What follows belongs to an exercise in optimizing a design on an open flow for small area and a short achievable clock period; a production flow would make more cautious choices.
In this exercise RTL edits were held to simulation tests only and were not proved equivalent to the original.

--- flow/flow/run.sh ---
#!/bin/bash
# The standard layout with two changes:
#  * port buffers are sky130_fd_sc_hd__buf_1 (the default picks a larger,
#    slower delay buffer);
#  * after the unchanged standard synthesis, the full adders on the slowest
#    register paths (the divide rows) are upsized to fa_2, and the md_stall
#    logic is rebuilt as a shallow gate tree (flow/prep.tcl, flow/md_stall.tcl).
# Each step's output goes to its own log in this folder.
set -euo pipefail
ARGS=("BUFFER_PORTS_ARGS=-buffer_cell sky130_fd_sc_hd__buf_1")
bash standard.sh "${ARGS[@]}" synth > synth.log 2>&1
export RESULTS=$PWD/orfs/results/sky130hd/md_sched/base
export FA_SLACK_LIMIT=62
openroad -no_init -exit flow/prep.tcl > prep.log 2>&1
touch "$RESULTS/1_synth.sdc"
bash standard.sh "${ARGS[@]}" finish > finish.log 2>&1
--- flow/flow/md_stall.tcl ---
# Rebuild the md_stall cone as a shallow dedicated gate tree:
#   md_stall = d_is_md & (busy | (!e_kill & (e_op in 1..4)))
# and delete the logic that only fed the old md_stall driver.
proc net_of {pin} { return [get_nets -of_objects [get_pins $pin]] }
set out_net [get_nets md_stall]
set busy_net [get_nets busy]
set e0 [get_nets {e_op[0]}]
set e1 [get_nets {e_op[1]}]
set e2 [get_nets {e_op[2]}]
set ek [get_nets e_kill]
set dm [get_nets d_is_md]
# old driver of md_stall
set old_drv {}
foreach p [get_pins -of_objects $out_net] {
  if {[get_property $p direction] == "output"} { set old_drv [get_cells -of_objects $p] }
}
puts "old md_stall driver: [get_full_name $old_drv] ([get_property $old_drv ref_name])"
foreach n {mds_n1 mds_t mds_u mds_nv mds_w} { set N($n) [make_net $n] }
make_instance mds_i1 sky130_fd_sc_hd__nor2_1
make_instance mds_i2 sky130_fd_sc_hd__nor2_1
make_instance mds_i3 sky130_fd_sc_hd__nor3b_1
make_instance mds_i4 sky130_fd_sc_hd__nor2_1
make_instance mds_i5 sky130_fd_sc_hd__nor2_1
make_instance mds_i6 sky130_fd_sc_hd__o21a_1
connect_pin $e1 mds_i1/A ; connect_pin $e0 mds_i1/B ; connect_pin $N(mds_n1) mds_i1/Y
connect_pin $e2 mds_i2/A ; connect_pin $N(mds_n1) mds_i2/B ; connect_pin $N(mds_t) mds_i2/Y
connect_pin $e1 mds_i3/A ; connect_pin $e0 mds_i3/B ; connect_pin $e2 mds_i3/C_N ; connect_pin $N(mds_u) mds_i3/Y
connect_pin $N(mds_t) mds_i4/A ; connect_pin $N(mds_u) mds_i4/B ; connect_pin $N(mds_nv) mds_i4/Y
connect_pin $ek mds_i5/A ; connect_pin $N(mds_nv) mds_i5/B ; connect_pin $N(mds_w) mds_i5/Y
# swap the driver of md_stall
set old_out [get_pins -of_objects $old_drv -filter "direction == output"]
disconnect_pin $out_net $old_out
connect_pin $busy_net mds_i6/A1 ; connect_pin $N(mds_w) mds_i6/A2 ; connect_pin $dm mds_i6/B1
connect_pin $out_net mds_i6/X
# delete logic left without loads
set work [list $old_drv]
set ndel 0
while {[llength $work] > 0} {
  set inst [lindex $work 0]
  set work [lrange $work 1 end]
  set used 0
  foreach op [get_pins -of_objects $inst -filter "direction == output"] {
    set n [get_nets -quiet -of_objects $op]
    if {$n eq "" || $n eq "NULL"} { continue }
    foreach lp [get_pins -quiet -of_objects $n] { if {[get_property $lp direction] != "output"} { set used 1 } }
    if {[llength [get_ports -quiet [get_full_name $n]]] > 0} { set used 1 }
  }
  if {$used} { continue }
  if {[string match "*DFF*" [get_full_name $inst]] || [string match "*df*" [get_property $inst ref_name]]} { continue }
  set drivers {}
  foreach ip [get_pins -of_objects $inst -filter "direction == input"] {
    set n [get_nets -quiet -of_objects $ip]
    if {$n eq "" || $n eq "NULL"} { continue }
    foreach dp [get_pins -quiet -of_objects $n] {
      if {[get_property $dp direction] != "output"} { continue }
      set dc [get_cells -quiet -of_objects $dp]
      if {$dc ne "" && $dc ne "NULL"} { lappend drivers $dc }
    }
  }
  set onets {}
  foreach op [get_pins -of_objects $inst -filter "direction == output"] {
    set n [get_nets -quiet -of_objects $op]
    if {$n ne "" && $n ne "NULL"} { lappend onets $n }
  }
  puts "delete [get_full_name $inst] ([get_property $inst ref_name])"
  delete_instance $inst
  foreach n $onets { if {[llength [get_pins -quiet -of_objects $n]] == 0 && [llength [get_ports -quiet [get_full_name $n]]] == 0} { delete_net $n } }
  incr ndel
  foreach d $drivers { lappend work $d }
}
puts "md_stall rebuilt; deleted $ndel cells"
--- flow/constraint.sdc ---
create_clock -name core_clock -period 100.0 [get_ports {clk}]
set_input_delay 20.0000 -clock core_clock [delete_from_list [all_inputs] [get_ports {clk}]]
set_output_delay 20.0000 -clock core_clock [all_outputs]
set_load 0.01 [all_outputs]
--- flow/design.v ---
module md_sched #(
    parameter int unsigned MULT_CYCLES = 5,
    parameter int unsigned DIV_CYCLES  = 10
) (
    input  logic        clk,
    input  logic        reset_n,
    input  logic [2:0]  e_op,
    input  logic [31:0] e_rs,
    input  logic [31:0] e_rt,
    input  logic        e_kill,
    input  logic        d_is_md,
    output logic [31:0] hi,
    output logic [31:0] lo,
    output logic        busy,
    output logic        md_stall
);
    localparam int MROWS = 7;    
    localparam int DROWS = 3;    
    logic op_mult, op_multu, op_div, op_divu, op_mthi, op_mtlo;
    logic issue_md, issue_mul, issue_div;
    always_comb begin
        op_mult  = !e_kill && (e_op == 3'd1);
        op_multu = !e_kill && (e_op == 3'd2);
        op_div   = !e_kill && (e_op == 3'd3);
        op_divu  = !e_kill && (e_op == 3'd4);
        op_mthi  = !e_kill && (e_op == 3'd5);
        op_mtlo  = !e_kill && (e_op == 3'd6);
        issue_mul = op_mult || op_multu;
        issue_div = op_div || op_divu;
        issue_md  = issue_mul || issue_div;
    end
    logic        busy_q;
    logic [31:0] hi_q, lo_q;
    logic [3:0]  cnt;        
    logic        m_mul;      
    logic        m_sgn;      
    logic        m_negq;     
    logic        m_negr;     
    logic        m_dz;       
    logic        m_cin;      
    logic [32:0] h_q;        
    logic [31:0] l_q;        
    logic [31:0] a_q;        
    logic        a_x;        
    logic [2:0]  q3_q;       
    logic [2:0]  t_q;        
    logic        neg_n, neg_d;
    logic [31:0] rs_adj, rt_adj;
    logic [31:0] rs_pre;
    always_comb begin
        neg_n = op_div && e_rs[31];
        neg_d = op_div && e_rt[31];
        rs_pre[0] = 1'b0;
        for (int i = 1; i < 32; i++) rs_pre[i] = rs_pre[i-1] | e_rs[i-1];
        rs_adj = e_rs ^ ({32{neg_n}} & rs_pre);
        rt_adj = e_rt ^ {32{issue_div && !neg_d}};
    end
    logic [2:0] d3, t3, n_q3, n_r3;
    logic       d_small;
    always_comb begin
        d3      = neg_d ? (3'd0 - e_rt[2:0]) : e_rt[2:0];
        d_small = neg_d ? ((&e_rt[31:3]) && (|e_rt[2:0]))
                        : (!(|e_rt[31:3]) && (|e_rt[2:0]));
        t3      = rs_adj[31:29];
        if (d_small) begin
            n_q3 = t3 / d3;
            n_r3 = t3 % d3;
        end else begin
            n_q3 = 3'd0;
            n_r3 = t3;
        end
    end
    logic        m_div;
    logic        m_last;
    logic        m_corr;
    logic [MROWS-1:0][32:0] rx;  
    logic [MROWS-1:0][32:0] rs;  
    logic [MROWS-1:0] rc;        
    logic [MROWS-1:0] take;      
    logic [31:0] d_out;          
    assign m_div  = !m_mul;
    assign m_last = (cnt == 4'd4);
    assign m_corr = m_last && m_sgn;    
    assign rx[0]  = h_q;
    assign take   = {t_q[2], l_q[5:2], t_q[1:0]};
    for (genvar r = 0; r < MROWS; r++) begin : g_row
        localparam bit SHARED = (r == 0) || (r == 1) || (r == 6);
        wire        neg  = (r == 3) ? m_corr : 1'b0;
        wire [32:0] y    = ({33{take[r]}} & {a_x, a_q}) ^ {33{neg}};
        wire [32:0] g    = rx[r] & y;
        wire [32:0] p    = rx[r] ^ y;
        wire [33:0] c;
        assign c[0] = neg | (SHARED ? m_cin : 1'b0);
        for (genvar i = 0; i < 33; i++) begin : g_bit
            assign rs[r][i] = p[i] ^ c[i];
            assign c[i+1]   = g[i] | (p[i] & c[i]);
        end
        assign rc[r] = c[33];
    end
    wire dq0 = m_div & rc[0];
    wire dn0 = m_div & !rc[0];
    assign rx[1][0] = m_mul ? rs[0][1] : l_q[27];
    for (genvar i = 1; i < 32; i++) begin : g_mux1
        assign rx[1][i] = (m_mul & rs[0][i+1]) | (dq0 & rs[0][i-1]) | (dn0 & rx[0][i-1]);
    end
    assign rx[1][32] = (m_mul & m_sgn & rs[0][32]) | (dq0 & rs[0][31]) | (dn0 & rx[0][31]);
    for (genvar r = 2; r < 6; r++) begin : g_mwire
        assign rx[r] = {m_sgn & rs[r-1][32], rs[r-1][32:1]};
    end
    wire dq1 = m_div & rc[1];
    wire dn1 = m_div & !rc[1];
    assign rx[6][0] = m_mul ? rs[5][1] : l_q[26];
    for (genvar i = 1; i < 32; i++) begin : g_mux6
        assign rx[6][i] = (m_mul & rs[5][i+1]) | (dq1 & rs[1][i-1]) | (dn1 & rx[1][i-1]);
    end
    assign rx[6][32] = (m_mul & m_sgn & rs[5][32]) | (dq1 & rs[1][31]) | (dn1 & rx[1][31]);
    assign d_out = rc[6] ? rs[6][31:0] : rx[6][31:0];
    logic [31:0] h_pre, l_pre, h_neg, l_neg, d_rem, d_quo;
    logic        done;
    logic [31:0] hi_res, lo_res;
    always_comb begin
        d_rem = rx[6][32:1];
        d_quo = {q3_q, l_q[26:0], rc[0], rc[1]};
        h_pre[0] = 1'b0;
        l_pre[0] = 1'b0;
        for (int i = 1; i < 32; i++) begin
            h_pre[i] = h_pre[i-1] | d_rem[i-1];
            l_pre[i] = l_pre[i-1] | d_quo[i-1];
        end
        h_neg = d_rem ^ ({32{m_negr}} & h_pre);
        l_neg = d_quo ^ ({32{m_negq}} & l_pre);
        done  = m_mul ? m_last : (cnt == 4'd9);
        hi_res = m_mul ? rs[3][32:1] : h_neg;
        lo_res = m_mul ? {rs[3][0], rs[2][0], rs[1][0], rs[0][0], l_q[31:4]} : l_neg;
    end
    always_ff @(posedge clk or negedge reset_n) begin
        if (!reset_n) begin
            busy_q <= 1'b0;
            hi_q   <= '0;
            lo_q   <= '0;
        end else if (!busy_q) begin
            busy_q <= issue_md;
            if (op_mthi) hi_q <= e_rs;
            if (op_mtlo) lo_q <= e_rs;
        end else if (done) begin
            busy_q <= 1'b0;
            if (m_mul || !m_dz) begin
                hi_q <= hi_res;
                lo_q <= lo_res;
            end
        end
    end
    always_ff @(posedge clk) begin
        if (!busy_q) begin
            cnt    <= '0;
            m_mul  <= issue_mul;
            m_sgn  <= op_mult;
            m_negq <= op_div && (e_rs[31] ^ e_rt[31]);
            m_negr <= op_div && e_rs[31];
            m_dz   <= (e_rt == 32'd0);
            m_cin  <= issue_div && !neg_d;
            h_q    <= {29'd0, n_r3 & {3{issue_div}}, rs_adj[28] & issue_div};
            q3_q   <= n_q3;
            l_q    <= rs_adj;
            a_q    <= rt_adj;
            a_x    <= issue_div || (op_mult && e_rt[31]);
            t_q    <= issue_mul ? {e_rs[6], e_rs[1:0]} : 3'b111;
        end else begin
            cnt <= cnt + 4'd1;
            if (m_mul) begin
                t_q <= {l_q[13], l_q[8:7]};
                h_q <= {m_sgn & rs[MROWS-1][32], rs[MROWS-1][32:1]};
                l_q <= {rs[6][0], rs[5][0], rs[4][0], rs[3][0], rs[2][0], rs[1][0], rs[0][0],
                        l_q[31:MROWS]};
            end else begin
                h_q <= {d_out, l_q[25]};
                l_q <= {l_q[31-DROWS:0], rc[0], rc[1], rc[6]};
            end
        end
    end
    assign hi       = hi_q;
    assign lo       = lo_q;
    assign busy     = busy_q;
    assign md_stall = d_is_md && (busy_q || issue_md);
endmodule
--- flow/flow/prep.tcl ---
# Netlist preparation between the standard synthesis and floorplanning.
# 1. Upsize the full adders of the divide's ripple rows (the slowest register
#    paths) from fa_1 to fa_2.  Only drive strength changes; timing is read
#    against the design's SDC.
# 2. Rebuild the md_stall cone (the input-to-output path that sets the
#    period floor) as a shallow gate tree; see md_stall.tcl.
set results $::env(RESULTS)
read_db $results/1_synth.odb
read_liberty $::env(FLOW_HOME)/platforms/sky130hd/lib/sky130_fd_sc_hd__tt_025C_1v80.lib
read_sdc $results/1_synth.sdc
set limit $::env(FA_SLACK_LIMIT)
set sel {}
foreach inst [get_cells -filter "ref_name == sky130_fd_sc_hd__fa_1"] {
  set s 1e9
  foreach pp [get_pins -of_objects $inst -filter "direction == output"] {
    set v [get_property $pp slack_max]
    if {$v < $s} { set s $v }
  }
  if {$s < $limit} { lappend sel $inst }
}
puts "upsizing [llength $sel] full adders with slack below $limit ns"
report_checks -path_delay max -path_group core_clock -format end -group_path_count 3
foreach inst $sel { replace_cell $inst sky130_fd_sc_hd__fa_2 }
report_checks -path_delay max -path_group core_clock -format end -group_path_count 3
source [file join [file dirname [info script]] md_stall.tcl]
report_checks -path_delay max -to [get_ports md_stall] -fields {fanout}
write_db $results/1_synth.odb
--- flow/config.mk ---
export PLATFORM = sky130hd
export DESIGN_NAME = md_sched
export DESIGN_NICKNAME = md_sched
export VERILOG_FILES = /design/flow/design.v
export SDC_FILE = /design/flow/constraint.sdc
export NUM_CORES = 4
export LEC_CHECK = 0
export ABC_AREA = 1
export CAP_MARGIN = 0
export CORE_MARGIN = 2
export CORE_UTILIZATION = 65
export CTS_BUF_LIST = sky130_fd_sc_hd__clkbuf_8
export SLEW_MARGIN = 0
--- flow/standard.sh ---
#!/bin/bash
# synth_recipe.tcl (not shown) runs the flow's synth.tcl, then flattens the netlist and writes it again
# the make line also repeats each setting of config.mk as NAME=value (left out here)
make -C /OpenROAD-flow-scripts/flow DESIGN_CONFIG=/design/flow/config.mk WORK_HOME=/design/flow/orfs CLKGATE_MAP_FILE= SYNTH_SCRIPT=/design/flow/synth_recipe.tcl "${@:-finish}"
==> out/qor.yml, run 1 <==
hold_path_depth: 2
grt_start_max_net_pins: 66
fp.coreArea_sq_um: 27900
hpwl_um: 42900
crit_arrival_ps: 20740
synth_fp_nets: 2648
critPathBufInv: 2
overflow: 0
post_drt_via_cell_ratio: 6.01
design.die.area_sq_um: 29800
r2r_cells: 115
num_vias: 16800
area_delta_synth_final_pct: 5.85
required_ps: 80000
antenna_found_initial: 0
syn-instance-count: 2339
tritoncts: "yes"
max_stage_delay_ps: 210
multi_input_area_sq_um: 11900
crit_chain: "buf_1, nor3b_1, nor2_1, nor2_1, o21a_1, buf_1"
clkTransAtPathRegs_ps: 100
clkLatencyLatePin_ps: 510
track_usage: 0.402
drtAntennaViolNets: 0
cts_setup_buffers: 0
synth_area_per_cell_sq_um: 7.89
drt_first_iter_violations: 2012
final_area_sq_um: 19500
io_buffers: 136
fin_skew_ps: 14.8
fillerInstances: 2402
pre_cts_ws_ps: 59250
htreeDepth: 4
crit_path_max_fanout: 5
setup_violations: 0
initial_core_util: 0.662
row_count: 61
critical_path.top_delay_family: "simple AND/OR/NAND/NOR gates"
grt_pass1_wl_um: 90200
placed_area_sq_um: 19100
cts_hold_buf: 0
layout_setup_ws_ps: 59260
slew_viol_final: 0
min_path_type: "reg2reg"
dieHeight_um: 172
cts_made_buffers: 17
cts-resized-gates: 0
cap_violations: 0
cts_sinks: 179
cts_root_buffer: "clkbuf_8"
wl_um: 56900
worstSetupPathType: "in2out"
cp-start-kind: "input pin"
routabilityCongestion: 0.951
tns_ps: 0
wire_per_inst_um: 20.4
drive_above_1_share: 0.0864
worstSetupEndpointType: "output port"
io_pins: 137
worst_pin_slew_ps: 1180
slowest_stage: "nor3b_1"
final.period_utilization: 0.407
period_minus_slack_ps: 40740
yosysWarnings: 1
hold_viol_final: 0
rsz0062_at_grt: "no"
clockBufferDepth: 2
clock.fmax_ghz: 0.0245
cp.depth: 6
grt_pass1_vias: 16600
diodes: 0
first_pass_iters: 6
maxSlewHeadroom: 0.213
synth_area_sq_um: 18500
status: "timing/DRC/antenna clean"
route.detailed.drc: 0
chipWidth_um: 172
finalNetCount: 2715
ff_latch_area_sq_um: 4360
-- area by class of cell --
cell class,instances,area share
multi-input combinational,1594,0.608
sequential,179,0.223
inverter,453,0.0871
timing repair buffer,161,0.0359
tap,378,0.0242
clock buffer,18,0.0127
clock inverter,14,0.00833
-- sequential cells by signal, summed over array words and instances, names as in the netlist --
name / flops
a_q: 32
a_x: 1
busy_q: 1
cnt: 4
h_q: 33
hi_q: 32
l_q: 32
lo_q: 32
m_cin: 1
m_dz: 1
m_mul: 1
m_negq: 1
m_negr: 1
m_sgn: 1
q3_q: 3
t_q: 3
-- metrics by stage --
stage / hold WS (ps) / util / cells
6_report: 489 / 0.701 / 2797
4_1_cts: 489 / 0.701 / 2797
3_3_place_gp: 462 / 0.686 / 2765
3_5_place_dp: 465 / 0.686 / 2765
5_1_grt: 525 / 0.701 / 2797
2_1_floorplan: 424 / - / 2339
-- tightest hold or removal path: cells and delay by family, from the launching register on --
| kind | cells | cell delay [ps] |
|---|---|---|
| AND/OR/NAND/NOR | 2 | 110 |
| flip-flops | 1 | 350 |
-- path summary, 6_finish.rpt --
path	start	slack, ps	end
setup / recovery	e_op[1]	59260	md_stall
hold / removal	lo_q[22]$_DFFE_PN0P_	490	lo_q[22]$_DFFE_PN0P_
setup reg to reg	t_q[0]$_DFFE_PP_	60700	h_q[23]$_SDFF_PN0_
hold reg to reg	lo_q[22]$_DFFE_PN0P_	490	lo_q[22]$_DFFE_PN0P_
max in group asynchronous	reset_n	79580	busy_q$_DFF_PN0_
min in group asynchronous	reset_n	19690	hi_q[6]$_DFFE_PN0P_
-- placed cells by master, fill, tap and decap left out, drive strengths merged, types with 3 or more instances in the layout --
| cell | instances |
|---|---|
| or2 | 4 |
| a221oi | 24 |
| o22ai | 36 |
| nand2 | 489 |
| nor4 | 10 |
| inv | 454 |
| edfxtp | 45 |
| nor3b | 3 |
| o221ai | 9 |
| fa | 224 |
| o31ai | 10 |
| nand3b | 4 |
| nor2 | 204 |
| clkbuf | 19 |
| o22a | 12 |
| a22oi | 4 |
| nand3 | 79 |
| dfxtp | 69 |
| dfrtp | 65 |
| o211ai | 50 |
| ha | 14 |
| xnor2 | 37 |
| nand4 | 30 |
| bufinv | 3 |
| a21oi | 90 |
| o21bai | 4 |
| nor3 | 30 |
| o2111ai | 3 |
| clkinv | 8 |
| xor2 | 53 |
| o21ai | 120 |
| a41oi | 4 |
| a31oi | 35 |
| buf | 160 |
-- metal layers --
| metal | global-route usage | share of wire |
|---|---|---|
| met1 | 0.527 | 0.38 |
| met2 | 0.626 | 0.45 |
| met3 | 0.0888 | 0.11 |
| met4 | 0.217 | 0.058 |
| met5 | 0 | 0 |
==> run 2: changes to the inputs <==
--- a/flow/flow/run.sh
+++ b/flow/flow/run.sh
@@ -4,6 +4,7 @@
 #    slower delay buffer);
 #  * after the unchanged standard synthesis, the full adders on the slowest
-#    register paths (the divide rows) are upsized to fa_2, and the md_stall
-#    logic is rebuilt as a shallow gate tree (flow/prep.tcl, flow/md_stall.tcl).
+#    register paths (the divide rows) are upsized to fa_2, gate+inverter
+#    pairs are merged into single cells, and the md_stall logic is rebuilt
+#    as a shallow gate tree (flow/prep.tcl, invmerge.tcl, md_stall.tcl).
 # Each step's output goes to its own log in this folder.
 set -euo pipefail
==> flow/flow/invmerge.tcl (new file) <==
# Merge an inverting gate followed by an inverter into the equivalent
# non-inverting gate (e.g. nand2 + inv -> and2) where the gate drives only
# that inverter and the merged cell is smaller.  Functionally identical.
set pairs {
  nand2_1 and2_1  nor2_1 or2_1  nand3_1 and3_1  nor3_1 or3_1  nand4_1 and4_1  nor4_1 or4_1
  xor2_1 xnor2_1  xnor2_1 xor2_1
  a21oi_1 a21o_1  o21ai_0 o21a_1  o21ai_1 o21a_1  a22oi_1 a22o_1  o22ai_1 o22a_1
  a31oi_1 a31o_1  o31ai_1 o31a_1  a211oi_1 a211o_1  o211ai_1 o211a_1
  a221oi_1 a221o_1  o221ai_1 o221a_1  a32oi_1 a32o_1  o32ai_1 o32a_1
  a41oi_1 a41o_1  o41ai_1 o41a_1  a2bb2oi_1 a2bb2o_1  o2bb2ai_1 o2bb2a_1
  nand2b_1 and2b_1  nor2b_1 or2b_1
}
set to {}
foreach {a b} $pairs { dict set to sky130_fd_sc_hd__$a sky130_fd_sc_hd__$b }
proc cell_area {name} {
  set m [[ord::get_db] findMaster $name]
  return [expr {[$m getWidth] * [$m getHeight]}]
}
set merged 0
set k 0
foreach inv [get_cells -filter "ref_name =~ sky130_fd_sc_hd__inv_*"] {
  set ipin [get_pins -of_objects $inv -filter "direction == input"]
  set opin [get_pins -of_objects $inv -filter "direction == output"]
  set in_net [get_nets -quiet -of_objects $ipin]
  set out_net [get_nets -quiet -of_objects $opin]
  if {$in_net eq "" || $in_net eq "NULL" || $out_net eq "" || $out_net eq "NULL"} { continue }
  if {[llength [get_ports -quiet [get_full_name $in_net]]] > 0} { continue }
  set drv {}
  set nload 0
  foreach p [get_pins -quiet -of_objects $in_net] {
    if {[get_property $p direction] == "output"} { set drv [get_cells -quiet -of_objects $p] } else { incr nload }
  }
  if {$nload != 1 || $drv eq "" || $drv eq "NULL"} { continue }
  set dref [get_property $drv ref_name]
  if {![dict exists $to $dref]} { continue }
  set nref [dict get $to $dref]
  set iref [get_property $inv ref_name]
  if {[cell_area $nref] >= [cell_area $dref] + [cell_area $iref]} { continue }
  # new cell with the same input connections, driving the inverter's output net
  set conns {}
  foreach p [get_pins -of_objects $drv -filter "direction == input"] {
    lappend conns [get_property $p lib_pin_name] [get_nets -of_objects $p]
  }
  set name "invm_$k"
  incr k
  make_instance $name $nref
  foreach {pn n} $conns { connect_pin $n $name/$pn }
  set dout [get_pins -of_objects $drv -filter "direction == output"]
  disconnect_pin $out_net $opin
  delete_instance $inv
  delete_instance $drv
  delete_net $in_net
  set npin [get_pins -of_objects [get_cells $name] -filter "direction == output"]
  connect_pin $out_net $npin
  incr merged
}
puts "merged $merged gate+inverter pairs"
--- a/flow/flow/prep.tcl
+++ b/flow/flow/prep.tcl
@@ -3,5 +3,7 @@
 #    paths) from fa_1 to fa_2.  Only drive strength changes; timing is read
 #    against the design's SDC.
-# 2. Rebuild the md_stall cone (the input-to-output path that sets the
+# 2. Merge inverting gates with the inverter they alone drive into the
+#    equivalent non-inverting cell where that is smaller; see invmerge.tcl.
+# 3. Rebuild the md_stall cone (the input-to-output path that sets the
 #    period floor) as a shallow gate tree; see md_stall.tcl.
 set results $::env(RESULTS)
@@ -23,4 +25,7 @@
 foreach inst $sel { replace_cell $inst sky130_fd_sc_hd__fa_2 }
 report_checks -path_delay max -path_group core_clock -format end -group_path_count 3
+report_design_area
+source [file join [file dirname [info script]] invmerge.tcl]
+report_design_area
 source [file join [file dirname [info script]] md_stall.tcl]
 report_checks -path_delay max -to [get_ports md_stall] -fields {fanout}
==> out/qor.yml, run 2 <==
hold_viol_final: 0
hpwl_um: 41300
clkLatencyLatePin_ps: 500
post_drt_via_cell_ratio: 6.12
worst_hold_slack_ps: 486
wl_um: 55600
hold_path_depth: 2
worstSetupPathType: "in2out"
io_buffers: 136
grt_start_max_net_pins: 66
htreeDepth: 4
clkTransAtPathRegs_ps: 100
cts_setup_buffers: 0
finalNetCount: 2520
min_path_type: "reg2reg"
chipWidth_um: 171
num_vias: 15900
fp.coreArea_sq_um: 27700
area_delta_synth_final_pct: 5.91
track_usage: 0.394
fin_util: 0.696
drtAntennaViolNets: 0
wire_per_inst_um: 21.4
r2r_setup_slack_ps: 61050
final.period_utilization: 0.407
cts-resized-gates: 0
design.die.area_sq_um: 29400
clockBufferDepth: 2
cts_made_buffers: 17
fin_skew_ps: 21.0
worstSetupEndpointType: "output port"
crit_path_max_fanout: 5
r2r_cells: 115
cts_root_buffer: "clkbuf_8"
clock.fmax_ghz: 0.0245
syn-instance-count: 2145
tns_ps: 0
antenna_found_initial: 0
first_pass_iters: 13
drive_above_1_share: 0.0949
synth_area_per_cell_sq_um: 8.49
synth_area_sq_um: 18200
timing.rr.end: "h_q[3]$_DFF_P_"
rsz0062_at_grt: "no"
setup_violations: 0
cts_hold_buf: 0
yosysWarnings: 1
min_from: "lo_q[22]$_DFFE_PN0P_"
initial_core_util: 0.657
worst_pin_slew_ps: 1230
worstHoldEndpoint: "lo_q[22]$_DFFE_PN0P_"
final_cell_mix: "nand2_1, inv_1, nor2_1, and2_1, buf_1"
overflow: 0
row_count: 61
final_common_cell: "nand2_1"
io_pins: 137
grt_pass1_wl_um: 87300
status: "timing/DRC/antenna clean"
crit_arrival_ps: 20740
cts_sinks: 179
top_register: "h_q"
routabilityCongestion: 0.944
drt_first_iter_violations: 1743
period_minus_slack_ps: 40740
cp-start-kind: "input pin"
cap_violations: 0
slew_viol_final: 0
required_ps: 80000
maxSlewHeadroom: 0.179
rr_startpoint: "t_q[0]$_DFFE_PP_"
route.detailed.drc: 0
grt_pass1_vias: 15700
largest_reg_flops: 33
tritoncts: "yes"
fillerInstances: 2277
synth_fp_nets: 2454
dieHeight_um: 171
## run 2: cell types whose count changed in the layout (fill, tap and decap cells not counted), moves of 28 or more
cell,before,now
inv_1,442,246
and2_1,2,162
nand2_1,484,324
o22a_1,12,40
o22ai_1,36,8
## run 2: layer usage
metal	GRT usage	part of all wire	routed length (um)
met3	0.0718	0.099	5490
met4	0.179	0.045	2520
met5	0	0	0
met1	0.538	0.40	22300
met2	0.614	0.45	25300
## run 2: stage by stage
step	instance area, sq um	worst slack [ps]	std cells
after CTS	19300	59260	2602
after global placement	18900	59260	2570
after floorplan	18200	59550	2145
after global routing	19300	59110	2602
after detailed placement	18900	59270	2570
final	19300	59260	2603
## run 2: critical path, stage by stage
cell and delay [ps]:
buf_1 120, nor3b_1 220, nor2_1 60, nor2_1 90
o21a_1 110, buf_1 140
## run 2: cell type report
class,instances,area [sq um],share of cell area
tap,378,473,0.0245
sequential,179,4360,0.226
inverter,259,972,0.0504
antenna,1,2.50,0.000130
timing repair buffer,160,692,0.0359
clock buffer,20,275,0.0143
clock inverter,12,140,0.00727
multi-input combinational,1594,12400,0.641
## run 2: worst max path at each step
| stage | from | to | slack (ps) | depth (start not counted) |
|---|---|---|---|---|
| after floorplan | e_op[1] | md_stall | 59550 | 4 |
| final | e_op[1] | md_stall | 59260 | 6 |
| after CTS | e_op[1] | md_stall | 59260 | 6 |
| after global placement | e_op[1] | md_stall | 59260 | 6 |
| after detailed placement | e_op[1] | md_stall | 59270 | 6 |
| after global routing | e_op[2] | md_stall | 59110 | 6 |
==> run 3: changes to the inputs <==
==> flow/flow/run.sh (replaced) <==
#!/bin/bash
# The standard layout with these changes:
#  * port buffers are sky130_fd_sc_hd__buf_1 (the default picks a larger,
#    slower delay buffer);
#  * after the unchanged standard synthesis, the full adders on the slowest
#    register paths (the divide rows) are upsized to fa_2, the synthesis
#    buffers are removed, gate+inverter pairs are merged into single cells,
#    and the md_stall logic is rebuilt as a shallow gate tree (flow/prep.tcl,
#    flow/invmerge.tcl, flow/md_stall.tcl).
# Each step's output goes to its own log in this folder.
set -euo pipefail
ARGS=("BUFFER_PORTS_ARGS=-buffer_cell sky130_fd_sc_hd__buf_1")
bash standard.sh "${ARGS[@]}" synth > synth.log 2>&1
export RESULTS=$PWD/orfs/results/sky130hd/md_sched/base
export FA_SLACK_LIMIT=62
openroad -no_init -exit flow/prep.tcl > prep.log 2>&1
touch "$RESULTS/1_synth.sdc"
bash standard.sh "${ARGS[@]}" finish > finish.log 2>&1
--- a/flow/flow/prep.tcl
+++ b/flow/flow/prep.tcl
@@ -3,7 +3,9 @@
 #    paths) from fa_1 to fa_2.  Only drive strength changes; timing is read
 #    against the design's SDC.
-# 2. Merge inverting gates with the inverter they alone drive into the
+# 2. Remove the buffers Yosys/ABC inserted (placement re-buffers the nets
+#    that need it, with the real loads).
+# 3. Merge inverting gates with the inverter they alone drive into the
 #    equivalent non-inverting cell where that is smaller; see invmerge.tcl.
-# 3. Rebuild the md_stall cone (the input-to-output path that sets the
+# 4. Rebuild the md_stall cone (the input-to-output path that sets the
 #    period floor) as a shallow gate tree; see md_stall.tcl.
 set results $::env(RESULTS)
@@ -26,4 +28,6 @@
 report_checks -path_delay max -path_group core_clock -format end -group_path_count 3
 report_design_area
+remove_buffers
+report_design_area
 source [file join [file dirname [info script]] invmerge.tcl]
 report_design_area
==> out/qor.yml, run 3 <==
status: "timing/DRC/antenna clean"
syn-instance-count: 2032
placed_area_sq_um: 18800
fillerInstances: 2194
worstSetupEndpointType: "output port"
clockBufferDepth: 2
cts_sinks: 179
cp-start-kind: "input pin"
grt_pass1_wl_um: 88600
initial_core_util: 0.659
final.period_utilization: 0.407
largest_reg_flops: 33
critPathBufInv: 2
clkLatencyLatePin_ps: 510
cts-resized-gates: 0
period_minus_slack_ps: 40730
cts_setup_buffers: 0
htreeDepth: 4
grt_pass1_vias: 16200
clock.fmax_ghz: 0.0246
hold_viol_final: 0
cts_hold_buf: 0
worstSetupPathType: "in2out"
crit_chain: "buf_1, nor3b_1, nor2_1, nor2_1, o21a_1, buf_1"
clkTransAtPathRegs_ps: 110
first_pass_iters: 9
area_delta_synth_final_pct: 8.59
post_drt_via_cell_ratio: 6.33
rsz0062_at_grt: "no"
setup_violations: 0
finalNetCount: 2522
crit_path_max_fanout: 4
cts_root_buffer: "clkbuf_8"
num_vias: 16200
grt_start_max_net_pins: 66
routabilityCongestion: 0.929
min_path_type: "reg2reg"
final_common_cell: "nand2_1"
track_usage: 0.405
tns_ps: 0
synth_area_sq_um: 17700
stdcell_count: 2567
synth_fp_nets: 2341
fp.coreArea_sq_um: 26800
diodes: 0
cap_violations: 0
drt_first_iter_violations: 1741
yosysWarnings: 1
design.die.area_sq_um: 28500
worst_hold_slack_ps: 483
maxSlewHeadroom: 0.175
slew_viol_final: 0
worst_pin_slew_ps: 1240
fin_skew_ps: 20.2
tritoncts: "yes"
top_register: "h_q"
crit_arrival_ps: 20730
dieHeight_um: 169
wl_um: 55800
critical_path.top_delay_family: "simple AND/OR/NAND/NOR gates"
cts_made_buffers: 17
hpwl_um: 41600
overflow: 0
chipWidth_um: 169
drive_above_1_share: 0.0948
row_count: 60
slowest_stage: "nor3b_1"
synth_area_per_cell_sq_um: 8.69
io_buffers: 136
final_area_sq_um: 19200
io_pins: 137
required_ps: 80000
antenna_found_initial: 0
wire_per_inst_um: 21.7
route.detailed.drc: 0
place_inst: 2535
drtAntennaViolNets: 0
max_stage_delay_ps: 200
final_cell_mix: "nand2_1, inv_1, nor2_1, and2_1, buf_1"
[run 3: layout make-up]
type	instances	area (sq um)	share of cell area
clock inverter	15	109	0.00568
sequential	179	4360	0.227
clock buffer	17	234	0.0122
multi-input combinational	1594	12400	0.645
tap	341	427	0.0222
timing repair buffer	162	709	0.0370
inverter	259	972	0.0507
[run 3: metrics by stage]
stage | worst slack (ps) | utilization
finish | 59270 | 0.716
global route | 59160 | 0.716
CTS | 59280 | 0.716
detailed placement | 59280 | 0.703
global placement | 59260 | 0.703
floorplan | 59550 | -
[run 3: worst min-delay path, cell delays in order, from the launching register on]
cell and delay (ps):
dfxtp_1 320, nand2_1 60, o211ai_1 80
[run 3: routing by layer]
metal / vias to the layer above / track usage / wire, um
met5: - / 0 / 0
met4: 0 / 0.203 / 3340
met3: 177 / 0.0790 / 5840
met2: 1005 / 0.640 / 25300
met1: 7878 / 0.537 / 21300
li1: 7181 / - / -
[run 3: worst paths after layout]
path | start | to | slack (ps) | cells past startpoint
max | e_op[2] | md_stall | 59270 | 6
min | l_q[30]$_DFF_P_ | l_q[23]$_DFF_P_ | 480 | 2
max reg2reg | t_q[0]$_DFFE_PP_ | h_q[15]$_SDFF_PN0_ | 60880 | 114
min reg2reg | l_q[30]$_DFF_P_ | l_q[23]$_DFF_P_ | 480 | 2
max in group asynchronous | reset_n | busy_q$_DFF_PN0_ | 79550 | 2
min in group asynchronous | reset_n | hi_q[12]$_DFFE_PN0P_ | 19730 | 2
==> run 4: changes to the inputs <==
--- a/flow/design.v
+++ b/flow/design.v
@@ -16,5 +16,4 @@
 );
     localparam int MROWS = 7;    
-    localparam int DROWS = 3;    
     logic op_mult, op_multu, op_div, op_divu, op_mthi, op_mtlo;
     logic issue_md, issue_mul, issue_div;
@@ -40,5 +39,5 @@
     logic        m_cin;      
     logic [32:0] h_q;        
-    logic [31:0] l_q;        
+    logic [34:0] l_q;        
     logic [31:0] a_q;        
     logic        a_x;        
@@ -86,5 +85,5 @@
     for (genvar r = 0; r < MROWS; r++) begin : g_row
         localparam bit SHARED = (r == 0) || (r == 1) || (r == 6);
-        wire        neg  = (r == 3) ? m_corr : 1'b0;
+        wire        neg  = (r == 6) ? m_corr : 1'b0;
         wire [32:0] y    = ({33{take[r]}} & {a_x, a_q}) ^ {33{neg}};
         wire [32:0] g    = rx[r] & y;
@@ -100,5 +99,5 @@
     wire dq0 = m_div & rc[0];
     wire dn0 = m_div & !rc[0];
-    assign rx[1][0] = m_mul ? rs[0][1] : l_q[27];
+    assign rx[1][0] = m_mul ? rs[0][1] : l_q[30];
     for (genvar i = 1; i < 32; i++) begin : g_mux1
         assign rx[1][i] = (m_mul & rs[0][i+1]) | (dq0 & rs[0][i-1]) | (dn0 & rx[0][i-1]);
@@ -110,5 +109,5 @@
     wire dq1 = m_div & rc[1];
     wire dn1 = m_div & !rc[1];
-    assign rx[6][0] = m_mul ? rs[5][1] : l_q[26];
+    assign rx[6][0] = m_mul ? rs[5][1] : l_q[29];
     for (genvar i = 1; i < 32; i++) begin : g_mux6
         assign rx[6][i] = (m_mul & rs[5][i+1]) | (dq1 & rs[1][i-1]) | (dn1 & rx[1][i-1]);
@@ -116,10 +115,27 @@
     assign rx[6][32] = (m_mul & m_sgn & rs[5][32]) | (dq1 & rs[1][31]) | (dn1 & rx[1][31]);
     assign d_out = rc[6] ? rs[6][31:0] : rx[6][31:0];
+    logic [32:0] h_nxt;
+    logic [34:0] l_nxt;
+    always_comb begin
+        if (!busy_q) begin
+            if (issue_div)      h_nxt = {29'd0, n_r3, rs_adj[28]};
+            else if (issue_mul) h_nxt = 33'd0;
+            else                h_nxt = {1'b0, e_rs};
+            l_nxt = {rs_adj, 3'b000};
+        end else if (m_mul) begin
+            h_nxt = {m_sgn & rs[6][32], rs[6][32:1]};
+            l_nxt = {rs[6][0], rs[5][0], rs[4][0], rs[3][0], rs[2][0], rs[1][0], rs[0][0],
+                     l_q[34:MROWS]};
+        end else begin
+            h_nxt = {d_out, l_q[28]};
+            l_nxt = {l_q[31:3], rc[0], rc[1], rc[6], l_q[9:7]};
+        end
+    end
     logic [31:0] h_pre, l_pre, h_neg, l_neg, d_rem, d_quo;
-    logic        done;
-    logic [31:0] hi_res, lo_res;
+    logic        done, commit, ld_hi, ld_lo;
+    logic [31:0] hi_src, lo_src;
     always_comb begin
         d_rem = rx[6][32:1];
-        d_quo = {q3_q, l_q[26:0], rc[0], rc[1]};
+        d_quo = {q3_q, l_q[29:3], rc[0], rc[1]};
         h_pre[0] = 1'b0;
         l_pre[0] = 1'b0;
@@ -128,9 +144,12 @@
             l_pre[i] = l_pre[i-1] | d_quo[i-1];
         end
-        h_neg = d_rem ^ ({32{m_negr}} & h_pre);
-        l_neg = d_quo ^ ({32{m_negq}} & l_pre);
-        done  = m_mul ? m_last : (cnt == 4'd9);
-        hi_res = m_mul ? rs[3][32:1] : h_neg;
-        lo_res = m_mul ? {rs[3][0], rs[2][0], rs[1][0], rs[0][0], l_q[31:4]} : l_neg;
+        h_neg  = d_rem ^ ({32{m_negr}} & h_pre);
+        l_neg  = d_quo ^ ({32{m_negq}} & l_pre);
+        done   = m_mul ? m_last : (cnt == 4'd9);
+        commit = busy_q && done && (m_mul || !m_dz);
+        ld_hi  = (!busy_q && op_mthi) || commit;
+        ld_lo  = (!busy_q && op_mtlo) || commit;
+        hi_src = (busy_q && m_div) ? h_neg : h_nxt[31:0];
+        lo_src = (busy_q && m_div) ? l_neg : l_nxt[34:3];
     end
     always_ff @(posedge clk or negedge reset_n) begin
@@ -139,17 +158,14 @@
             hi_q   <= '0;
             lo_q   <= '0;
-        end else if (!busy_q) begin
-            busy_q <= issue_md;
-            if (op_mthi) hi_q <= e_rs;
-            if (op_mtlo) lo_q <= e_rs;
-        end else if (done) begin
-            busy_q <= 1'b0;
-            if (m_mul || !m_dz) begin
-                hi_q <= hi_res;
-                lo_q <= lo_res;
-            end
+        end else begin
+            if (!busy_q) busy_q <= issue_md;
+            else if (done) busy_q <= 1'b0;
+            if (ld_hi) hi_q <= hi_src;
+            if (ld_lo) lo_q <= lo_src;
         end
     end
     always_ff @(posedge clk) begin
+        h_q <= h_nxt;
+        l_q <= l_nxt;
         if (!busy_q) begin
             cnt    <= '0;
@@ -160,21 +176,11 @@
             m_dz   <= (e_rt == 32'd0);
             m_cin  <= issue_div && !neg_d;
-            h_q    <= {29'd0, n_r3 & {3{issue_div}}, rs_adj[28] & issue_div};
             q3_q   <= n_q3;
-            l_q    <= rs_adj;
             a_q    <= rt_adj;
             a_x    <= issue_div || (op_mult && e_rt[31]);
-            t_q    <= issue_mul ? {e_rs[6], e_rs[1:0]} : 3'b111;
+            t_q    <= issue_mul ? {e_rs[3], 2'b00} : 3'b111;
         end else begin
             cnt <= cnt + 4'd1;
-            if (m_mul) begin
-                t_q <= {l_q[13], l_q[8:7]};
-                h_q <= {m_sgn & rs[MROWS-1][32], rs[MROWS-1][32:1]};
-                l_q <= {rs[6][0], rs[5][0], rs[4][0], rs[3][0], rs[2][0], rs[1][0], rs[0][0],
-                        l_q[31:MROWS]};
-            end else begin
-                h_q <= {d_out, l_q[25]};
-                l_q <= {l_q[31-DROWS:0], rc[0], rc[1], rc[6]};
-            end
+            if (m_mul) t_q <= {l_q[13], l_q[8:7]};
         end
     end
--- a/flow/config.mk
+++ b/flow/config.mk
@@ -10,4 +10,3 @@
 export CORE_MARGIN = 2
 export CORE_UTILIZATION = 65
-export CTS_BUF_LIST = sky130_fd_sc_hd__clkbuf_8
 export SLEW_MARGIN = 0
==> out/qor.yml, run 4 <==
tns_ps: 0
clock.fmax_ghz: 0.0245
crit_path_max_fanout: 5
rr_startpoint: "t_q[0]$_DFFE_PP_"
chipWidth_um: 167
yosysWarnings: 1
grt_pass1_wl_um: 89900
row_count: 59
routabilityCongestion: 1.02
num_vias: 15700
wire_per_inst_um: 23.3
crit_arrival_ps: 20780
post_drt_via_cell_ratio: 6.44
status: "timing/DRC/antenna clean"
finalNetCount: 2399
design.die.area_sq_um: 27900
io_buffers: 136
worst_hold_slack_ps: 486
track_usage: 0.417
antenna_found_initial: 1
hold_viol_final: 0
cts_root_buffer: "clkbuf_16"
setup_violations: 0
fin_skew_ps: 17.6
htreeDepth: 4
cts_sinks: 180
placed_area_sq_um: 18400
io_pins: 137
grt_start_max_net_pins: 67
worstSetupPathType: "in2out"
clockBufferDepth: 2
final.period_utilization: 0.408
worstSetupEndpointType: "output port"
r2r_setup_slack_ps: 59610
largest_registers: "h_q (33), l_q (33)"
first_pass_iters: 6
grt_pass1_vias: 16200
drive_above_1_share: 0.103
cts_made_buffers: 17
cp-start-kind: "input pin"
tritoncts: "yes"
hpwl_um: 42500
hold_path_depth: 2
drt_first_iter_violations: 1952
synth_area_sq_um: 17300
slew_viol_final: 0
final_area_sq_um: 19100
synth_area_per_cell_sq_um: 9.06
area_delta_synth_final_pct: 10.4
period_minus_slack_ps: 40780
clkLatencyLatePin_ps: 460
initial_core_util: 0.664
syn-instance-count: 1908
required_ps: 80000
maxSlewHeadroom: 0.135
dieHeight_um: 167
cts_setup_buffers: 0
cts-resized-gates: 0
min_path_type: "reg2reg"
cap_violations: 0
overflow: 0
route.detailed.drc: 0
fp.coreArea_sq_um: 26100
drtAntennaViolNets: 0
worst_pin_slew_ps: 1300
rsz0062_at_grt: "no"
diodes: 0
timing.rr.end: "hi_q[1]$_DFFE_PN0P_"
final_common_cell: "nand2_1"
clkTransAtPathRegs_ps: 80
setup.worst_path.start: "e_op[2]"
critPathCapture: "md_stall"
wl_um: 56800
cts_hold_buf: 0
synth_fp_nets: 2218
r2r_cells: 118
final_cell_mix: "nand2_1, inv_1, nor2_1, and2_1, buf_1"
## run 4: worst min-delay path by stage
stage	startpoint	endpoint
finish	lo_q[5]$_DFFE_PN0P_	lo_q[5]$_DFFE_PN0P_
global route	cnt[0]$_SDFF_PN0_	cnt[0]$_SDFF_PN0_
CTS	lo_q[30]$_DFFE_PN0P_	lo_q[30]$_DFFE_PN0P_
detailed placement	lo_q[30]$_DFFE_PN0P_	lo_q[30]$_DFFE_PN0P_
global placement	cnt[0]$_SDFF_PN0_	cnt[0]$_SDFF_PN0_
floorplan	cnt[0]$_SDFF_PN0_	cnt[0]$_SDFF_PN0_
## run 4: routing by layer
layer  GRT usage  up-vias  routed length (um)
li1            -     6819                   -
met1       0.546     7679               21400
met2       0.668     1000               26200
met3       0.105      197                6470
met4       0.175        2                2700
met5           0        -                  13
## run 4: cell type report
class,instances,area [sq um]
Clock inverter,15,225
Timing Repair Buffer,162,707
Inverter,192,721
Fill cell,1984,6970
Multi-Input combinational cell,1536,12200
Tap cell,335,419
Clock buffer,17,425
Sequential cell,180,4380
## run 4: critical path, cell delays in order
cell and delay, ps:
buf_1 150, nor3b_1 200, nor2_1 70, nor2_1 100, o21a_1 120, buf_1 140
## run 4: per-stage QoR
stage               setup WS (ps)   util  std cells
floorplan                   59550      -       1908
global placement            59230  0.708       2405
detailed placement          59220  0.708       2405
CTS                         59210  0.733       2437
global route                58410  0.733       2437
finish                      59220  0.733       2437
==> run 5: changes to the inputs <==
--- a/flow/flow/run.sh
+++ b/flow/flow/run.sh
@@ -3,4 +3,6 @@
 #  * port buffers are sky130_fd_sc_hd__buf_1 (the default picks a larger,
 #    slower delay buffer);
+#  * clock tree synthesis runs with its default arguments plus
+#    -dont_use_dummy_load (no dummy load cells);
 #  * after the unchanged standard synthesis, the full adders on the slowest
 #    register paths (the divide rows) are upsized to fa_2, the synthesis
@@ -10,5 +12,6 @@
 # Each step's output goes to its own log in this folder.
 set -euo pipefail
-ARGS=("BUFFER_PORTS_ARGS=-buffer_cell sky130_fd_sc_hd__buf_1")
+ARGS=("BUFFER_PORTS_ARGS=-buffer_cell sky130_fd_sc_hd__buf_1"
+      "CTS_ARGS=-sink_clustering_enable -repair_clock_nets -dont_use_dummy_load")
 bash standard.sh "${ARGS[@]}" synth > synth.log 2>&1
 export RESULTS=$PWD/orfs/results/sky130hd/md_sched/base
==> out/qor.yml, run 5 <==
status: "timing/DRC/antenna clean"
slew_viol_final: 0
cts_sinks: 180
wl_um: 56200
fillerInstances: 2023
final_common_cell: "nand2_1"
worst_pin_slew_ps: 1180
largest_registers: "h_q (33), l_q (33)"
io_pins: 137
io_buffers: 136
overflow: 0
htreeDepth: 4
clkTransAtPathRegs_ps: 60
maxSlewHeadroom: 0.210
syn-instance-count: 1908
fp.coreArea_sq_um: 26100
hold_viol_final: 0
antenna_found_initial: 0
num_vias: 15600
multi_input_area_sq_um: 12200
required_ps: 80000
track_usage: 0.412
worstSetupEndpointType: "output port"
clkLatencyLatePin_ps: 450
rsz0062_at_grt: "no"
grt_pass1_wl_um: 88700
cp-start-kind: "input pin"
clockBufferDepth: 2
route.detailed.drc: 0
drive_above_1_share: 0.0963
wire_per_inst_um: 23.2
post_drt_via_cell_ratio: 6.42
cts_made_buffers: 17
synth_area_per_cell_sq_um: 9.06
fin_util: 0.724
layout_setup_ws_ps: 59220
cts-resized-gates: 0
clock.fmax_ghz: 0.0245
ff_latch_area_sq_um: 4380
yosysWarnings: 1
period_minus_slack_ps: 40780
final.period_utilization: 0.408
cts_root_buffer: "clkbuf_16"
crit_path_max_fanout: 5
worstSetupPathType: "in2out"
drtAntennaViolNets: 0
grt_pass1_vias: 16000
chipWidth_um: 167
design.die.area_sq_um: 27900
grt_start_max_net_pins: 67
min_path_type: "reg2reg"
cap_violations: 0
drt_first_iter_violations: 1747
setup_violations: 0
crit_arrival_ps: 20780
synth_area_sq_um: 17300
row_count: 59
hpwl_um: 42500
synth_fp_nets: 2218
diodes: 0
tns_ps: 0
finalNetCount: 2399
area_delta_synth_final_pct: 9.07
cts_setup_buffers: 0
first_pass_iters: 8
routabilityCongestion: 1.02
pre_cts_ws_ps: 59220
initial_core_util: 0.664
fin_skew_ps: 42.4
tritoncts: "yes"
cts_hold_buf: 0
dieHeight_um: 167
final_cell_mix: "nand2_1, inv_1, nor2_1, and2_1, buf_1"
==> run 5: stage by stage <==
step / area, sq um / cells / hold slack (ps)
floorplan: 17300 / 1908 / 445
global placement: 18400 / 2405 / 462
detailed placement: 18400 / 2405 / 469
CTS: 18900 / 2422 / 485
global route: 18900 / 2422 / 504
finish: 18900 / 2422 / 483
==> run 5: layout make-up <==
cell class	instances	share of cell area
clock buffer	17	0.0226
inverter	192	0.0382
multi-input combinational	1536	0.647
sequential	180	0.232
tap	335	0.0222
timing repair buffer	162	0.0375
==> run 5: final timing paths <==
| check | from | endpoint | slack (ps) | depth (start not counted) |
|---|---|---|---|---|
| max | e_op[2] | md_stall | 59220 | 6 |
| min | lo_q[5]$_DFFE_PN0P_ | lo_q[5]$_DFFE_PN0P_ | 480 | 2 |
| max reg2reg | t_q[0]$_DFFE_PP_ | hi_q[1]$_DFFE_PN0P_ | 59680 | 118 |
| min reg2reg | lo_q[5]$_DFFE_PN0P_ | lo_q[5]$_DFFE_PN0P_ | 480 | 2 |
| max in group asynchronous | reset_n | hi_q[21]$_DFFE_PN0P_ | 79540 | 2 |
| min in group asynchronous | reset_n | lo_q[27]$_DFFE_PN0P_ | 19790 | 2 |
==> run 5: critical path, cell delays in order <==
cell and delay [ps]:
buf_1 150, nor3b_1 200, nor2_1 70, nor2_1 100, o21a_1 120, buf_1 150
==> run 5: layer usage <==
| layer | part of all wire | GRT usage |
|---|---|---|
| met5 | 0 | 0 |
| met3 | 0.11 | 0.100 |
| met2 | 0.46 | 0.660 |
| met4 | 0.048 | 0.173 |
| met1 | 0.38 | 0.542 |
==> run 6: changes to the inputs <==
--- a/flow/flow/run.sh
+++ b/flow/flow/run.sh
@@ -4,5 +4,5 @@
 #    slower delay buffer);
 #  * clock tree synthesis runs with its default arguments plus
-#    -dont_use_dummy_load (no dummy load cells);
+#    -dont_use_dummy_load (no dummy load cells) and larger sink clusters;
 #  * after the unchanged standard synthesis, the full adders on the slowest
 #    register paths (the divide rows) are upsized to fa_2, the synthesis
@@ -13,5 +13,5 @@
 set -euo pipefail
 ARGS=("BUFFER_PORTS_ARGS=-buffer_cell sky130_fd_sc_hd__buf_1"
-      "CTS_ARGS=-sink_clustering_enable -repair_clock_nets -dont_use_dummy_load")
+      "CTS_ARGS=-sink_clustering_enable -repair_clock_nets -dont_use_dummy_load -sink_clustering_size 30 -sink_clustering_max_diameter 80")
 bash standard.sh "${ARGS[@]}" synth > synth.log 2>&1
 export RESULTS=$PWD/orfs/results/sky130hd/md_sched/base
==> out/qor.yml, run 6 <==
hold_viol_final: 0
area_delta_synth_final_pct: 9.07
status: "timing/DRC/antenna clean"
cap_violations: 0
fp.coreArea_sq_um: 26100
clock.fmax_ghz: 0.0245
syn-instance-count: 1908
overflow: 0
largest_registers: "h_q (33), l_q (33)"
max_stage_delay_ps: 200
tritoncts: "yes"
wire_per_inst_um: 23.2
maxSlewHeadroom: 0.210
io_pins: 137
grtUsageMet3: 0.100
worstSetupPathType: "in2out"
cts_root_buffer: "clkbuf_16"
track_usage: 0.412
place_inst: 2405
setup.worst_path.start: "e_op[2]"
cts_made_buffers: 17
clkLatencyLatePin_ps: 450
synth_area_per_cell_sq_um: 9.06
diodes: 0
use_met2: 0.660
worstSetupEndpointType: "output port"
final.period_utilization: 0.408
grt_start_max_net_pins: 67
grt_pass1_vias: 16000
yosysWarnings: 1
wl_um: 56200
chipWidth_um: 167
min_from: "lo_q[5]$_DFFE_PN0P_"
ff_latch_area_sq_um: 4380
cts-resized-gates: 0
grtUsageMet1: 0.542
synth_area_sq_um: 17300
crit_path_max_fanout: 5
slowest_stage: "nor3b_1"
synth_fp_nets: 2218
tns_ps: 0
cp-start-kind: "input pin"
routabilityCongestion: 1.02
busiest_layer: "met2"
worst_pin_slew_ps: 1180
antenna_found_initial: 0
num_vias: 15600
rsz0062_at_grt: "no"
setup_violations: 0
io_buffers: 136
required_ps: 80000
design.die.area_sq_um: 27900
critPathBufInv: 2
grt_pass1_wl_um: 88700
route.detailed.drc: 0
cts_hold_buf: 0
first_pass_iters: 8
fillerInstances: 2023
drt_first_iter_violations: 1747
min_path_type: "reg2reg"
multi_input_area_sq_um: 12200
clkTransAtPathRegs_ps: 60
crit_arrival_ps: 20780
final_cell_mix: "nand2_1, inv_1, nor2_1, and2_1, buf_1"
drive_above_1_share: 0.0963
finalNetCount: 2399
dieHeight_um: 167
hpwl_um: 42500
initial_core_util: 0.664
slew_viol_final: 0
fin_skew_ps: 42.4
critical_path.top_delay_family: "simple AND/OR/NAND/NOR gates"
crit_chain: "buf_1, nor3b_1, nor2_1, nor2_1, o21a_1, buf_1"
rr_startpoint: "t_q[0]$_DFFE_PP_"
cts_setup_buffers: 0
htreeDepth: 4
post_drt_via_cell_ratio: 6.42
row_count: 59
final_common_cell: "nand2_1"
cts_sinks: 180
drtAntennaViolNets: 0
period_minus_slack_ps: 40780
stdcell_count: 2422
clockBufferDepth: 2
run 6: worst reg2reg max path, delay by kind of cell (launching register included):
| family | cells | cell delay [ps] |
|---|---|---|
| DFF | 1 | 320 |
| buffers and inverters | 11 | 1950 |
| adders and majority gates | 94 | 34990 |
| and+or+nand+nor | 8 | 2190 |
| AOI/OAI and AO/OA | 5 | 850 |
run 6: per-stage QoR:
stage | utilization | hold WS (ps) | worst slack [ps] | cell area (sq um)
2_1_floorplan | - | 445 | 59550 | 17300
3_3_place_gp | 0.708 | 462 | 59230 | 18400
3_5_place_dp | 0.708 | 469 | 59220 | 18400
4_1_cts | 0.724 | 485 | 59210 | 18900
5_1_grt | 0.724 | 504 | 58480 | 18900
6_report | 0.724 | 483 | 59220 | 18900
run 6: final cells by class:
| class | count | area share |
|---|---|---|
| inverters | 192 | 0.0382 |
| well taps | 335 | 0.0222 |
| clock buffers | 17 | 0.0226 |
| flip-flops and latches | 180 | 0.232 |
| multi-input cells | 1536 | 0.647 |
| repair buffers | 162 | 0.0375 |
run 6: worst paths after layout:
kind | depth (start not counted) | end | slack, ps
worst max-delay path | 6 | md_stall | 59220
worst min-delay path | 2 | lo_q[5]$_DFFE_PN0P_ | 480
worst max register to register | 118 | hi_q[1]$_DFFE_PN0P_ | 59680
worst min register to register | 2 | lo_q[5]$_DFFE_PN0P_ | 480
max in group asynchronous | 2 | hi_q[21]$_DFFE_PN0P_ | 79540
min in group asynchronous | 2 | lo_q[27]$_DFFE_PN0P_ | 19790
run 6: layer usage:
layer,up-vias,routed length (um)
met3,193,6250
met4,0,2720
met5,-,0
met2,919,25700
li1,6793,-
met1,7647,21500
==> run 7: changes to the inputs <==
--- a/flow/design.v
+++ b/flow/design.v
@@ -46,11 +46,15 @@
     logic        neg_n, neg_d;
     logic [31:0] rs_adj, rt_adj;
-    logic [31:0] rs_pre;
+    logic [31:0] ng_in, ng_pre, ng_out, d_quo;
+    logic        ng_en;
     always_comb begin
         neg_n = op_div && e_rs[31];
         neg_d = op_div && e_rt[31];
-        rs_pre[0] = 1'b0;
-        for (int i = 1; i < 32; i++) rs_pre[i] = rs_pre[i-1] | e_rs[i-1];
-        rs_adj = e_rs ^ ({32{neg_n}} & rs_pre);
+        ng_in  = busy_q ? d_quo : e_rs;
+        ng_en  = busy_q ? m_negq : neg_n;
+        ng_pre[0] = 1'b0;
+        for (int i = 1; i < 32; i++) ng_pre[i] = ng_pre[i-1] | ng_in[i-1];
+        ng_out = ng_in ^ ({32{ng_en}} & ng_pre);
+        rs_adj = ng_out;
         rt_adj = e_rt ^ {32{issue_div && !neg_d}};
     end
@@ -132,5 +136,5 @@
         end
     end
-    logic [31:0] h_pre, l_pre, h_neg, l_neg, d_rem, d_quo;
+    logic [31:0] h_pre, h_neg, l_neg, d_rem;
     logic        done, commit, ld_hi, ld_lo;
     logic [31:0] hi_src, lo_src;
@@ -139,11 +143,7 @@
         d_quo = {q3_q, l_q[29:3], rc[0], rc[1]};
         h_pre[0] = 1'b0;
-        l_pre[0] = 1'b0;
-        for (int i = 1; i < 32; i++) begin
-            h_pre[i] = h_pre[i-1] | d_rem[i-1];
-            l_pre[i] = l_pre[i-1] | d_quo[i-1];
-        end
+        for (int i = 1; i < 32; i++) h_pre[i] = h_pre[i-1] | d_rem[i-1];
         h_neg  = d_rem ^ ({32{m_negr}} & h_pre);
-        l_neg  = d_quo ^ ({32{m_negq}} & l_pre);
+        l_neg  = ng_out;
         done   = m_mul ? m_last : (cnt == 4'd9);
         commit = busy_q && done && (m_mul || !m_dz);
--- a/flow/flow/run.sh
+++ b/flow/flow/run.sh
@@ -4,5 +4,5 @@
 #    slower delay buffer);
 #  * clock tree synthesis runs with its default arguments plus
-#    -dont_use_dummy_load (no dummy load cells) and larger sink clusters;
+#    -dont_use_dummy_load (no dummy load cells), clkbuf_8 cluster buffers;
 #  * after the unchanged standard synthesis, the full adders on the slowest
 #    register paths (the divide rows) are upsized to fa_2, the synthesis
@@ -13,5 +13,5 @@
 set -euo pipefail
 ARGS=("BUFFER_PORTS_ARGS=-buffer_cell sky130_fd_sc_hd__buf_1"
-      "CTS_ARGS=-sink_clustering_enable -repair_clock_nets -dont_use_dummy_load -sink_clustering_size 30 -sink_clustering_max_diameter 80")
+      "CTS_ARGS=-sink_clustering_enable -repair_clock_nets -dont_use_dummy_load -buf_list sky130_fd_sc_hd__clkbuf_16 -sink_clustering_buffer sky130_fd_sc_hd__clkbuf_8")
 bash standard.sh "${ARGS[@]}" synth > synth.log 2>&1
 export RESULTS=$PWD/orfs/results/sky130hd/md_sched/base
==> out/qor.yml, run 7 <==
track_usage: 0.380
crit_arrival_ps: 20790
hold_viol_final: 0
clockBufferDepth: 2
diodes: 0
wire_per_inst_um: 21.5
final_area_sq_um: 18700
rsz0062_at_grt: "no"
first_pass_iters: 6
crit_path_max_fanout: 6
maxSlewHeadroom: 0.152
cts_setup_buffers: 0
grt_pass1_vias: 14700
setup_violations: 0
fin_util: 0.722
synth_area_sq_um: 17100
met3_length_um: 4610
slew_viol_final: 0
largest_registers: "h_q (33), l_q (33)"
area_delta_synth_final_pct: 9.51
htreeDepth: 4
placed_area_sq_um: 18300
initial_core_util: 0.659
worstSetupPathType: "in2out"
overflow: 0
clkLatencyLatePin_ps: 440
yosysWarnings: 1
cts_hold_buf: 0
drtAntennaViolNets: 0
synth_area_per_cell_sq_um: 9.26
clkTransAtPathRegs_ps: 80
synth_fp_nets: 2155
cts-resized-gates: 0
finalNetCount: 2343
drive_above_1_share: 0.100
route.detailed.drc: 0
design.die.area_sq_um: 27600
tritoncts: "yes"
antenna_found_initial: 0
row_count: 59
cts_sinks: 180
m1WireLength_um: 20700
cts_root_buffer: "clkbuf_16"
worst_pin_slew_ps: 1270
post_drt_via_cell_ratio: 6.15
num_vias: 14500
fin_skew_ps: 35.4
fp.coreArea_sq_um: 25900
routabilityCongestion: 0.940
top_layer_used: "met4"
hpwl_um: 37800
wl_met2_um: 23800
clock.fmax_ghz: 0.0245
io_pins: 137
drt_first_iter_violations: 1629
final_common_cell: "nand2_1"
grt_start_max_net_pins: 66
cap_violations: 0
min_path_type: "reg2reg"
tns_ps: 0
worstSetupEndpointType: "output port"
wl_um: 51000
status: "timing/DRC/antenna clean"
required_ps: 80000
final.period_utilization: 0.408
dieHeight_um: 166
grt_pass1_wl_um: 81400
cp-start-kind: "input pin"
layout_setup_ws_ps: 59210
cts_made_buffers: 17
pre_cts_ws_ps: 59220
syn-instance-count: 1845
chipWidth_um: 166
final_cell_mix: "nand2_1, and2_1, inv_1, nor2_1, buf_1"
io_buffers: 136
period_minus_slack_ps: 40790
run 7: path summary, 6_finish.rpt:
| path | start | slack, ps | cells after the start | to |
|---|---|---|---|---|
| setup reg to reg | t_q[0]$_DFFE_PN_ | 59390 | 118 | hi_q[3]$_DFFE_PN0P_ |
| hold reg to reg | l_q[9]$_DFF_P_ | 470 | 2 | l_q[12]$_DFF_P_ |
| hold / removal | l_q[9]$_DFF_P_ | 470 | 2 | l_q[12]$_DFF_P_ |
| min in group asynchronous | reset_n | 19740 | 1 | hi_q[14]$_DFFE_PN0P_ |
| max in group asynchronous | reset_n | 79480 | 1 | busy_q$_DFF_PN0_ |
| setup / recovery | e_op[2] | 59210 | 6 | md_stall |
run 7: area by class of cell:
| cell class | count | area, sq um |
|---|---|---|
| Timing Repair Buffer | 169 | 762 |
| Sequential cell | 180 | 4380 |
| Tap cell | 335 | 419 |
| Inverter | 181 | 681 |
| Fill cell | 2014 | 7200 |
| Multi-Input combinational cell | 1484 | 12000 |
| Clock buffer | 17 | 425 |
run 7: per-layer routing:
| layer | GRT usage | vias to the layer above |
|---|---|---|
| li1 | - | 6526 |
| met1 | 0.522 | 7165 |
| met2 | 0.610 | 747 |
| met3 | 0.0729 | 111 |
| met4 | 0.133 | 0 |
| met5 | 0 | - |
run 7: critical path: stages:
cell     delay (ps)
buf_1           190
nor3b_1         220
nor2_1           60
nor2_1           80
o21a_1          110
buf_1           140
run 7: stage by stage:
stage	cells	hold slack [ps]
3_5_place_dp	2349	447
2_1_floorplan	1845	418
4_1_cts	2366	470
3_3_place_gp	2349	451
6_report	2366	466
5_1_grt	2366	505

-- what the ideal ports hide --
In the flow no input, the clock included, has a driving cell. The finished layouts below were timed again as built, in two steps. Step 1 sets driving cells, clkbuf_16 on the clock port and buf_2 on the other inputs (assumed; they add their load-dependent delay and slew). Step 2 adds t to the input delays and takes it off the output delays; t is the mean of the earliest and latest rising clock arrival at the registers after step 1. Input paths then give back, and output paths get back, about the clock's delay inside the block. Slacks: ideal / step 1 / step 2; pairs: ideal / step 1.
run | shift t [ns] | setup WS [ns] | worst setup path at the end | worst slew at a driven data input, ns | cell pins on the clock port's net
run 1 | 0.548 | 59.260 / 59.240 / 59.240 | input to output | 0.04 | 1
run 2 | 0.538 | 59.261 / 59.241 / 59.241 | input to output | 0.04 | 1
run 3 | 0.544 | 59.274 / 59.246 / 59.246 | input to output | 0.05 | 1
run 4 | 0.502 | 59.223 / 59.199 / 59.199 | input to output | 0.05 | 1
run 5 | 0.481 | 59.217 / 59.193 / 59.193 | input to output | 0.05 | 1
run 6 | 0.481 | 59.217 / 59.193 / 59.193 | input to output | 0.05 | 1
run 7 | 0.480 | 59.213 / 59.192 / 59.192 | input to output | 0.04 | 1
After both steps every run listed still meets setup and hold. The setup slack of run 3, which loses most, moves by -0.028 ns with the drivers and by -0.028 ns with both steps.
